From an optimization exercise on the open Yosys and OpenROAD flow, aimed at small area, a short achievable clock period and few clock cycles per item; shortcuts taken in it are not production practice. RTL that was checked went through simulation tests only; none was proved equivalent to the original.

// subbytes_pipe
module subbytes_pipe #(
    parameter int NUM_BYTES = 16,
    parameter int LANE_W    = 8
) (
    input  logic                   clk_i,
    input  logic                   rst_ni,
    input  logic                   in_valid_i,
    output logic                   in_ready_o,
    input  logic [8*NUM_BYTES-1:0] in_data_i,
    input  logic                   inv_i,
    output logic                   out_valid_o,
    input  logic                   out_ready_i,
    output logic [8*NUM_BYTES-1:0] out_data_o,
    output logic                   busy_o
);
Size in the first run: roughly 260 I/O pins, roughly 41,000 um2 of cells after synthesis.
export LEC_CHECK = 0
export CAP_MARGIN = 20
export CORE_MARGIN = 2
export CORE_UTILIZATION = 45
export PLACE_DENSITY = 0.6
export SLEW_MARGIN = 20
export SYNTH_HIERARCHICAL = 1
export SYNTH_MINIMUM_KEEP_SIZE = 0
create_clock -name core_clock -period 13.0 [get_ports {clk_i}]
standard.sh (not shown) runs the stock make flow with config.mk's settings and CLKGATE_MAP_FILE= SYNTH_SCRIPT=/design/flow/synth_recipe.tcl, a recipe that flattens the netlist after the stock synthesis.
==> flow/flow/run.sh <==
#!/bin/bash
export BUFFER_PORTS_ARGS="-buffer_cell sky130_fd_sc_hd__buf_2"
bash standard.sh finish SETUP_SLACK_MARGIN=${MARGIN:-9} > standard.log 2>&1
Testbench counts at the start, summed over its fixed seeds: cycles 6,012, items 6,000.
Then changed:
==> flow/flow/run.sh (replaced) <==
#!/bin/bash
export BUFFER_PORTS_ARGS="-buffer_cell sky130_fd_sc_hd__buf_2"
bash standard.sh finish SETUP_SLACK_MARGIN=${MARGIN:-9} RECOVER_POWER=100 > standard.log 2>&1
--- a/flow/config.mk
+++ b/flow/config.mk
@@ -9,4 +9,4 @@
 export CORE_MARGIN = 2
-export CORE_UTILIZATION = 45
-export PLACE_DENSITY = 0.6
+export CORE_UTILIZATION = 65
+export PLACE_DENSITY = 0.75
 export SLEW_MARGIN = 20
Outcome: Now the flow produced a layout that fails on capacitance limit, slew limit; worst setup slack gets worse by 3700 ps; hold slack gets worse by 3.4 ps; count of clock-buffer cells in the layout increases by 1; via count increases by about 4.7%; die area decreases by 30%; clock skew increases by 7.4 ps; design area decreases by 2.7%; global-route usage increases by 7.0 points; wire length increases by 2.2%.

Another version of the RTL of subbytes_pipe (not shown whole).
Size in the first run: ~3,600 cells after synthesis, roughly 520 flip-flops, roughly 260 I/O pins, roughly 37,000 µm² of cells after synthesis.
==> flow/config.mk <==
export PLATFORM = sky130hd
export DESIGN_NAME = subbytes_pipe
export DESIGN_NICKNAME = subbytes_pipe
export VERILOG_FILES = /design/flow/design.v
export SDC_FILE = /design/flow/constraint.sdc
export NUM_CORES = 4
export LEC_CHECK = 0
export CAP_MARGIN = 20
export CORE_MARGIN = 2
export CORE_UTILIZATION = 65
export CTS_CLUSTER_DIAMETER = 100
export CTS_CLUSTER_SIZE = 24
export PLACE_DENSITY = 0.75
export SLEW_MARGIN = 20
export SYNTH_HIERARCHICAL = 1
export SYNTH_MINIMUM_KEEP_SIZE = 0
==> flow/constraint.sdc <==
create_clock -name core_clock -period 13.0 [get_ports {clk_i}]
set_input_delay 2.6000 -clock core_clock [delete_from_list [all_inputs] [get_ports {clk_i}]]
set_output_delay 2.6000 -clock core_clock [all_outputs]
set_load 0.01 [all_outputs]
==> flow/flow/run.sh <==
#!/bin/bash
export BUFFER_PORTS_ARGS="-buffer_cell sky130_fd_sc_hd__buf_1"
bash standard.sh finish SETUP_SLACK_MARGIN=${MARGIN:-9} > standard.log 2>&1
Rerun with:
- CAP_MARGIN: 20 -> 5
- SLEW_MARGIN: 20 -> 5
=>
- The new run produced a clean layout
- sequential cell count does not change
- clock skew is unchanged
- worst setup slack stays the same
- cell area stays the same
No run of this note included a check of the RTL's function; only the layout flow was run.

T:
subbytes_pipe, a different RTL version from the one above (not shown whole).
For scale: about 3800 cells after synthesis, about 580 flip-flops, roughly 260 I/O pins, roughly 41000 um2 of cells after synthesis.
Settings: LEC_CHECK=0, CAP_MARGIN=20, CORE_MARGIN=2, CORE_UTILIZATION=45, PLACE_DENSITY=0.6, SLEW_MARGIN=20, SYNTH_HIERARCHICAL=1, SYNTH_MINIMUM_KEEP_SIZE=0; clock period 13.0 ns.
==> flow/flow/run.sh <==
#!/bin/bash
# Own layout flow: the standard flow (standard.sh) with two changes that
# only affect how the layout is built:
#  - port buffers use buf_4 instead of the default small delay-buffer cell
#  - repair_timing aims for extra setup slack (SETUP_SLACK_MARGIN), so gates on
#    the critical paths get sized up although the 13 ns clock is met anyway
# Each tool's output goes to standard.log (and ORFS's own per-step logs).
export BUFFER_PORTS_ARGS="-buffer_cell sky130_fd_sc_hd__buf_4"
bash standard.sh finish SETUP_SLACK_MARGIN=${MARGIN:-9} > standard.log 2>&1
T completed end to end with timing, DRC and antenna clean.
Testbench counts of T, summed over its fixed seeds: cycles 6,012, items 6,000.
The inputs of Q differ from those of T as listed below.
--- a/flow/flow/run.sh
+++ b/flow/flow/run.sh
@@ -6,4 +6,4 @@
 #    the critical paths get sized up although the 13 ns clock is met anyway
 # Each tool's output goes to standard.log (and ORFS's own per-step logs).
-export BUFFER_PORTS_ARGS="-buffer_cell sky130_fd_sc_hd__buf_4"
+export BUFFER_PORTS_ARGS="-buffer_cell sky130_fd_sc_hd__buf_2"
 bash standard.sh finish SETUP_SLACK_MARGIN=${MARGIN:-9} > standard.log 2>&1
Notes after the runs:
- Routed wire in Q totals more than in T.
- Via count, T and Q, higher one = Q.
- Of T and Q, the run reporting the higher count of clock-buffer cells in the layout was Q.
- ~same number of vias per cell in T and Q

subbytes_pipe, a different RTL version from the one above (not shown whole).
Size: about 3700 cells after synthesis, ~520 flip-flops, about 260 I/O pins.
Settings: LEC_CHECK=0, CAP_MARGIN=20, CORE_MARGIN=2, CORE_UTILIZATION=65, CTS_CLUSTER_DIAMETER=100, CTS_CLUSTER_SIZE=24, PLACE_DENSITY=0.75, SLEW_MARGIN=20, SYNTH_HIERARCHICAL=1, SYNTH_MINIMUM_KEEP_SIZE=0; clock period 13.0 ns.
==> flow/flow/run.sh <==
#!/bin/bash
export BUFFER_PORTS_ARGS="-buffer_cell sky130_fd_sc_hd__buf_2"
bash standard.sh finish SETUP_SLACK_MARGIN=${MARGIN:-9} > standard.log 2>&1
The first run finished clean.
Then changed:
==> flow/flow/run.sh (replaced) <==
#!/bin/bash
export BUFFER_PORTS_ARGS="-buffer_cell sky130_fd_sc_hd__buf_1"
bash standard.sh finish SETUP_SLACK_MARGIN=${MARGIN:-9.2} > standard.log 2>&1
Outcome: The new run ran to the end with no violations. Clock-buffer cell count goes up by 3. First-iteration DRC count goes down by 21%. Fmax goes up by about 4.3%. Die area is unchanged. Synthesized cell count stays the same. Core utilization goes up by 3.0 points. Setup slack is better by 0.16 ns. Hold slack is better by 0.0047 ns. Final area goes up by about 4.5%. Critical path depth goes down by 2.
No functional check of the RTL was part of any run of this note.

subbytes_pipe with an RTL version that a note above also has.
Size in the first run: ~3800 cells after synthesis, about 41000 um2 of cells after synthesis.
Settings: LEC_CHECK=0, CAP_MARGIN=20, CORE_MARGIN=2, CORE_UTILIZATION=65, PLACE_DENSITY=0.75, SLEW_MARGIN=20, SYNTH_HIERARCHICAL=1, SYNTH_MINIMUM_KEEP_SIZE=0; clock period 13.0 ns.
==> flow/flow/run.sh <==
#!/bin/bash
export BUFFER_PORTS_ARGS="-buffer_cell sky130_fd_sc_hd__buf_2"
bash standard.sh finish SETUP_SLACK_MARGIN=${MARGIN:-9} > standard.log 2>&1
The first run produced a clean layout.
Testbench counts at the start, summed over its fixed seeds: cycles 6,012, items 6,000.
Edit:
CTS_CLUSTER_DIAMETER = 100   (was default)
CTS_CLUSTER_SIZE = 24   (was default)
Outcome: Die area is unchanged. Hold slack improved by 0.033 ns. Maximum frequency went down by 0.62%. Synthesized area stays the same.

subbytes_pipe, a different RTL version from the one above (not shown whole).
Size: about 3600 cells after synthesis, roughly 520 flip-flops, ~0.038 mm2 of cells after synthesis.
==> flow/config.mk <==
export PLATFORM = sky130hd
export DESIGN_NAME = subbytes_pipe
export DESIGN_NICKNAME = subbytes_pipe
export VERILOG_FILES = /design/flow/design.v
export SDC_FILE = /design/flow/constraint.sdc
export NUM_CORES = 4
export LEC_CHECK = 0
export CAP_MARGIN = 20
export CORE_MARGIN = 2
export CORE_UTILIZATION = 75
export CTS_CLUSTER_DIAMETER = 100
export CTS_CLUSTER_SIZE = 24
export PLACE_DENSITY = 0.85
export SLEW_MARGIN = 20
export SYNTH_HIERARCHICAL = 1
export SYNTH_MINIMUM_KEEP_SIZE = 0
==> flow/constraint.sdc <==
create_clock -name core_clock -period 13.0 [get_ports {clk_i}]
set_input_delay 2.6000 -clock core_clock [delete_from_list [all_inputs] [get_ports {clk_i}]]
set_output_delay 2.6000 -clock core_clock [all_outputs]
set_load 0.01 [all_outputs]
Scripts as last shown in full above: flow/flow/run.sh
The first run finished with timing, DRC and antenna clean.
Testbench counts at the start, summed over its fixed seeds: cycles 6,012, items 6,000.
Edit:
==> flow/flow/run.sh (replaced) <==
#!/bin/bash
export BUFFER_PORTS_ARGS="-buffer_cell sky130_fd_sc_hd__buf_1"
bash standard.sh finish SETUP_SLACK_MARGIN=${MARGIN:-9} > standard.log 2>&1
- CORE_UTILIZATION: 75 -> 65
- PLACE_DENSITY: 0.85 -> 0.75
Result:
- area after synthesis does not change
- first-iteration DRC count came out lower by 18%
- utilization came out lower by 10 points
- global-route usage came out lower by 3.1 points
- clock-buffer cell count came out lower by 2
- final cell count came out higher by 2.5%
- fmax came out higher by 1.4%
Edit:
==> flow/flow/run.sh (replaced) <==
#!/bin/bash
export BUFFER_PORTS_ARGS="-buffer_cell sky130_fd_sc_hd__buf_2"
bash standard.sh finish SETUP_SLACK_MARGIN=${MARGIN:-8.7} > standard.log 2>&1
After rerunning: Final cell count goes down by about 0.4%. Routed wire length shrinks by 0.63%. Area after synthesis is unchanged. Via count grows by 0.32%. Die area is unchanged. Worst setup slack loses 0.26 ns.
Edit:
==> flow/flow/run.sh (replaced) <==
#!/bin/bash
export BUFFER_PORTS_ARGS="-buffer_cell sky130_fd_sc_hd__buf_2"
bash standard.sh finish SETUP_SLACK_MARGIN=${MARGIN:-9} > standard.log 2>&1
After rerunning:
- The new run finished with timing, DRC and antenna clean
- routed wire length is higher by 1.0%
- worst hold slack gets worse by 0.011 ns
- sequential share of layout area is lower by 0.51 points
- final area is higher by 1.4%
- clock skew is about the same
- global-route usage stays flat
Edit:
- GPL_TIMING_DRIVEN: not set -> 0
The new run finished clean.
Area after synthesis is unchanged.
Maximum frequency grows by 0.38%.
Die area stays the same.
Register-to-register slack is better by 0.02 ns.
Core utilization goes up by 7.0 points.
Design area rises by 11%.
First-iteration DRC count drops by 19%.
Routed wire length came out higher by 5.5%.
Worst hold slack loses 0.010 ns.

Setup of 09-04:
Another version of the RTL of subbytes_pipe (not shown whole).
Size in the first run: ~3900 cells after synthesis, ~260 I/O pins.
export LEC_CHECK = 0
export CAP_MARGIN = 20
export CORE_MARGIN = 2
export CORE_UTILIZATION = 65
export CTS_CLUSTER_DIAMETER = 100
export CTS_CLUSTER_SIZE = 24
export PLACE_DENSITY = 0.75
export SLEW_MARGIN = 20
export SYNTH_HIERARCHICAL = 1
export SYNTH_MINIMUM_KEEP_SIZE = 0
create_clock -name core_clock -period 13.0 [get_ports {clk_i}]
==> flow/flow/run.sh <==
#!/bin/bash
export BUFFER_PORTS_ARGS="-buffer_cell sky130_fd_sc_hd__buf_2"
bash standard.sh finish SETUP_SLACK_MARGIN=${MARGIN:-9.3} > standard.log 2>&1
## Diff of input files: 07-18 against 09-04
==> flow/flow/run.sh <==
#!/bin/bash
export BUFFER_PORTS_ARGS="-buffer_cell sky130_fd_sc_hd__buf_2"
bash standard.sh finish SETUP_SLACK_MARGIN=${MARGIN:-9} > standard.log 2>&1
### Flow results
- 07-18 reached the final stage; the timing, DRC and antenna checks on its layout passed.
- Detailed-routing wirelength on met1 ends up higher on 09-04.
- Compared with 09-04, 07-18 shows a lower wire length of the first global-routing pass.
- Largest net degree at the start of global routing of 07-18 falls short of that of 09-04 by a few percent.
- Setup slack after placement came out lower on 07-18 than on 09-04.
- Of 07-18 and 09-04, the run reporting the higher final critical path time including I/O delays and setup was 07-18.
- Compared with 09-04, 07-18 shows area of all placed cells without fillers lower by 5.4%.
No functional check of the RTL was part of any run of this note.

Another version of the RTL of subbytes_pipe (not shown whole).
For scale: ~260 I/O pins.
clock: 13.0 ns
lec_check: 0
cap_margin: 20
core_margin: 2
core_utilization: 45
cts_buf_list: sky130_fd_sc_hd__clkbuf_8
cts_cluster_diameter: 50
cts_cluster_size: 14
place_density: 0.6
slew_margin: 20
synth_hierarchical: 1
synth_minimum_keep_size: 0
==> flow/flow/run.sh <==
#!/bin/bash
# Own layout flow: the standard flow (standard.sh) with two changes that
# only affect how the layout is built:
#  - port buffers use buf_4 instead of the default small delay-buffer cell
#  - repair_timing aims for extra setup slack (SETUP_SLACK_MARGIN), so gates on
#    the critical paths get sized up although the 13 ns clock is met anyway
# Each tool's output goes to standard.log (and ORFS's own per-step logs).
export BUFFER_PORTS_ARGS="-buffer_cell sky130_fd_sc_hd__buf_2"
bash standard.sh finish SETUP_SLACK_MARGIN=${MARGIN:-9} > standard.log 2>&1
The first run passed the timing, DRC and antenna checks.
==> next run, changes <==
--- a/flow/flow/run.sh
+++ b/flow/flow/run.sh
@@ -7,3 +7,3 @@
 # Each tool's output goes to standard.log (and ORFS's own per-step logs).
 export BUFFER_PORTS_ARGS="-buffer_cell sky130_fd_sc_hd__buf_2"
-bash standard.sh finish SETUP_SLACK_MARGIN=${MARGIN:-9} > standard.log 2>&1
+bash standard.sh finish SETUP_SLACK_MARGIN=${MARGIN:-9.4} > standard.log 2>&1
- CTS_BUF_LIST: sky130_fd_sc_hd__clkbuf_8 -> not set
- CTS_CLUSTER_DIAMETER: 50 -> not set
- CTS_CLUSTER_SIZE: 14 -> not set
What happened: The new run ran to the end with no violations. Fmax went up by 2.5%. Cell count is about the same. Final area increases by 4.2%. Routed wire length went up by 2.5%. Non-clock buffer count goes up by 23. Synthesized cell count does not change. Worst hold slack hardly moves. Critical path depth stays the same. Core utilization rises by 2.0 points.
Function was not checked in any run of this note: the RTL went through the layout flow alone.

Another version of the RTL of subbytes_pipe (not shown whole).
For scale: ~4000 cells after synthesis, ~580 flip-flops, about 260 I/O pins, roughly 42000 sq um of cells after synthesis.
// subbytes_pipe
module subbytes_pipe #(
    parameter int NUM_BYTES = 16,
    parameter int LANE_W    = 8
) (
    input  logic                   clk_i,
    input  logic                   rst_ni,
    input  logic                   in_valid_i,
    output logic                   in_ready_o,
    input  logic [8*NUM_BYTES-1:0] in_data_i,
    input  logic                   inv_i,
    output logic                   out_valid_o,
    input  logic                   out_ready_i,
    output logic [8*NUM_BYTES-1:0] out_data_o,
    output logic                   busy_o
);
    if (LANE_W != 8) begin : g_bad_lane_w
        $error("subbytes_pipe: LANE_W must be 8");
    end
    if (NUM_BYTES < 1 || NUM_BYTES > 16) begin : g_bad_num_bytes
        $error("subbytes_pipe: NUM_BYTES must be in 1..16");
    end
    localparam int NB = NUM_BYTES;
    logic            adv;         
    logic            acc;         
    logic            inc;         
    logic            o_free;      
    logic            sp_valid;    
    logic [8*NB-1:0] sp_data;
    logic [8*NB-1:0] res;         
    logic [8*NB-1:0] o_new;       
    logic [8*NB-1:0] o_d;         
    logic            sp_valid_d;
    logic            o_valid_d;
    logic            v1;
    logic            inv1;
    logic [8*NB-1:0] b1_d, b1_q;
    logic            v2;
    logic            inv2;
    logic [12*NB-1:0] b2_d, b2_q;
    logic            busy_q;
    logic            rdy_q;       
    assign adv        = !sp_valid;
    assign in_ready_o = rdy_q;
  ...
export LEC_CHECK = 0
export CAP_MARGIN = 20
export CORE_MARGIN = 2
export CORE_UTILIZATION = 45
export PLACE_DENSITY = 0.6
export SLEW_MARGIN = 20
export SYNTH_HIERARCHICAL = 1
export SYNTH_MINIMUM_KEEP_SIZE = 0
create_clock -name core_clock -period 13.0 [get_ports {clk_i}]
==> flow/flow/run.sh <==
#!/bin/bash
# Own layout flow: the standard flow (standard.sh) with two changes that
# only affect how the layout is built:
#  - port buffers use buf_4 instead of the default small delay-buffer cell
#  - repair_timing aims for extra setup slack (SETUP_SLACK_MARGIN), so gates on
#    the critical paths get sized up although the 13 ns clock is met anyway
# Each tool's output goes to standard.log (and ORFS's own per-step logs).
export BUFFER_PORTS_ARGS="-buffer_cell sky130_fd_sc_hd__buf_2"
bash standard.sh finish SETUP_SLACK_MARGIN=${MARGIN:-9.4} > standard.log 2>&1
Rerun with:
--- a/flow/flow/run.sh
+++ b/flow/flow/run.sh
@@ -9 +9 @@
-bash standard.sh finish SETUP_SLACK_MARGIN=${MARGIN:-9.4} > standard.log 2>&1
+bash standard.sh finish SETUP_SLACK_MARGIN=${MARGIN:-9} > standard.log 2>&1
Outcome:
- setup slack loses 0.11 ns
- design area goes down by 6.9%
- global-route usage goes down by 0.50 points
- register-to-register slack loses 0.28 ns
- via count goes down by 2.1%
Function was not checked in any run of this note: the RTL went through the layout flow alone.

-- separate check: timing with driven ports --
No port has a modelled driver above. Below, the same layouts with a new extraction and two added sets of constraints. Step 1 sets driving cells, clkbuf_16 on the clock port and buf_2 on the other inputs (assumed; they add their load-dependent delay and slew). Step 2, shift: input delay + t, output delay - t, t = (earliest + latest rising clock arrival at the registers) / 2. This alone moves slack from input paths to output paths. Three values: no drivers, after step 1, after step 2; two values: the first two.
run	t, ns	setup slack, ns	hold slack, ns
the first run of note 1	0.672	9.132 / 9.070 / 8.527	0.419 / 0.419 / 0.419
the second run of note 1	0.653	5.458 / 5.448 / 4.795	0.416 / 0.416 / 0.416
the first run of note 2	0.660	9.049 / 8.987 / 8.518	0.432 / 0.432 / 0.432
the second run of note 2	0.660	9.049 / 8.987 / 8.518	0.432 / 0.432 / 0.432
T	0.689	9.059 / 8.994 / 8.497	0.469 / 0.469 / 0.469
Q	0.700	9.074 / 9.008 / 8.508	0.467 / 0.467 / 0.467
the first run of note 4	0.658	9.084 / 9.113 / 8.455	0.429 / 0.429 / 0.429
the second run of note 4	0.650	9.247 / 9.182 / 8.680	0.434 / 0.434 / 0.434
the first run of note 5	0.653	9.147 / 9.094 / 8.523	0.418 / 0.418 / 0.418
the second run of note 5	0.671	9.123 / 9.058 / 8.514	0.451 / 0.451 / 0.451
the first run of note 6	0.631	9.070 / 9.092 / 8.461	0.428 / 0.428 / 0.428
the second run of note 6	0.640	9.125 / 9.065 / 8.579	0.429 / 0.429 / 0.429
the third run of note 6	0.653	8.863 / 8.883 / 8.230	0.446 / 0.446 / 0.446
the fourth run of note 6	0.654	9.121 / 9.062 / 8.496	0.435 / 0.435 / 0.435
the fifth run of note 6	0.650	9.136 / 9.073 / 8.638	0.425 / 0.425 / 0.425
09-04	0.676	9.243 / 9.178 / 8.676	0.420 / 0.420 / 0.420
07-18	0.684	9.124 / 9.068 / 8.478	0.429 / 0.429 / 0.429
the first run of note 8	0.754	9.011 / 8.953 / 8.482	0.418 / 0.418 / 0.418
the second run of note 8	0.675	9.110 / 9.047 / 8.768	0.418 / 0.418 / 0.418
the first run of note 9	0.685	9.155 / 9.086 / 8.812	0.419 / 0.419 / 0.419
the second run of note 9	0.681	9.046 / 8.979 / 8.433	0.426 / 0.426 / 0.426
For the second run of note 1, which loses most, drivers alone change the setup slack by -0.010 ns; drivers and shift together by -0.663 ns.
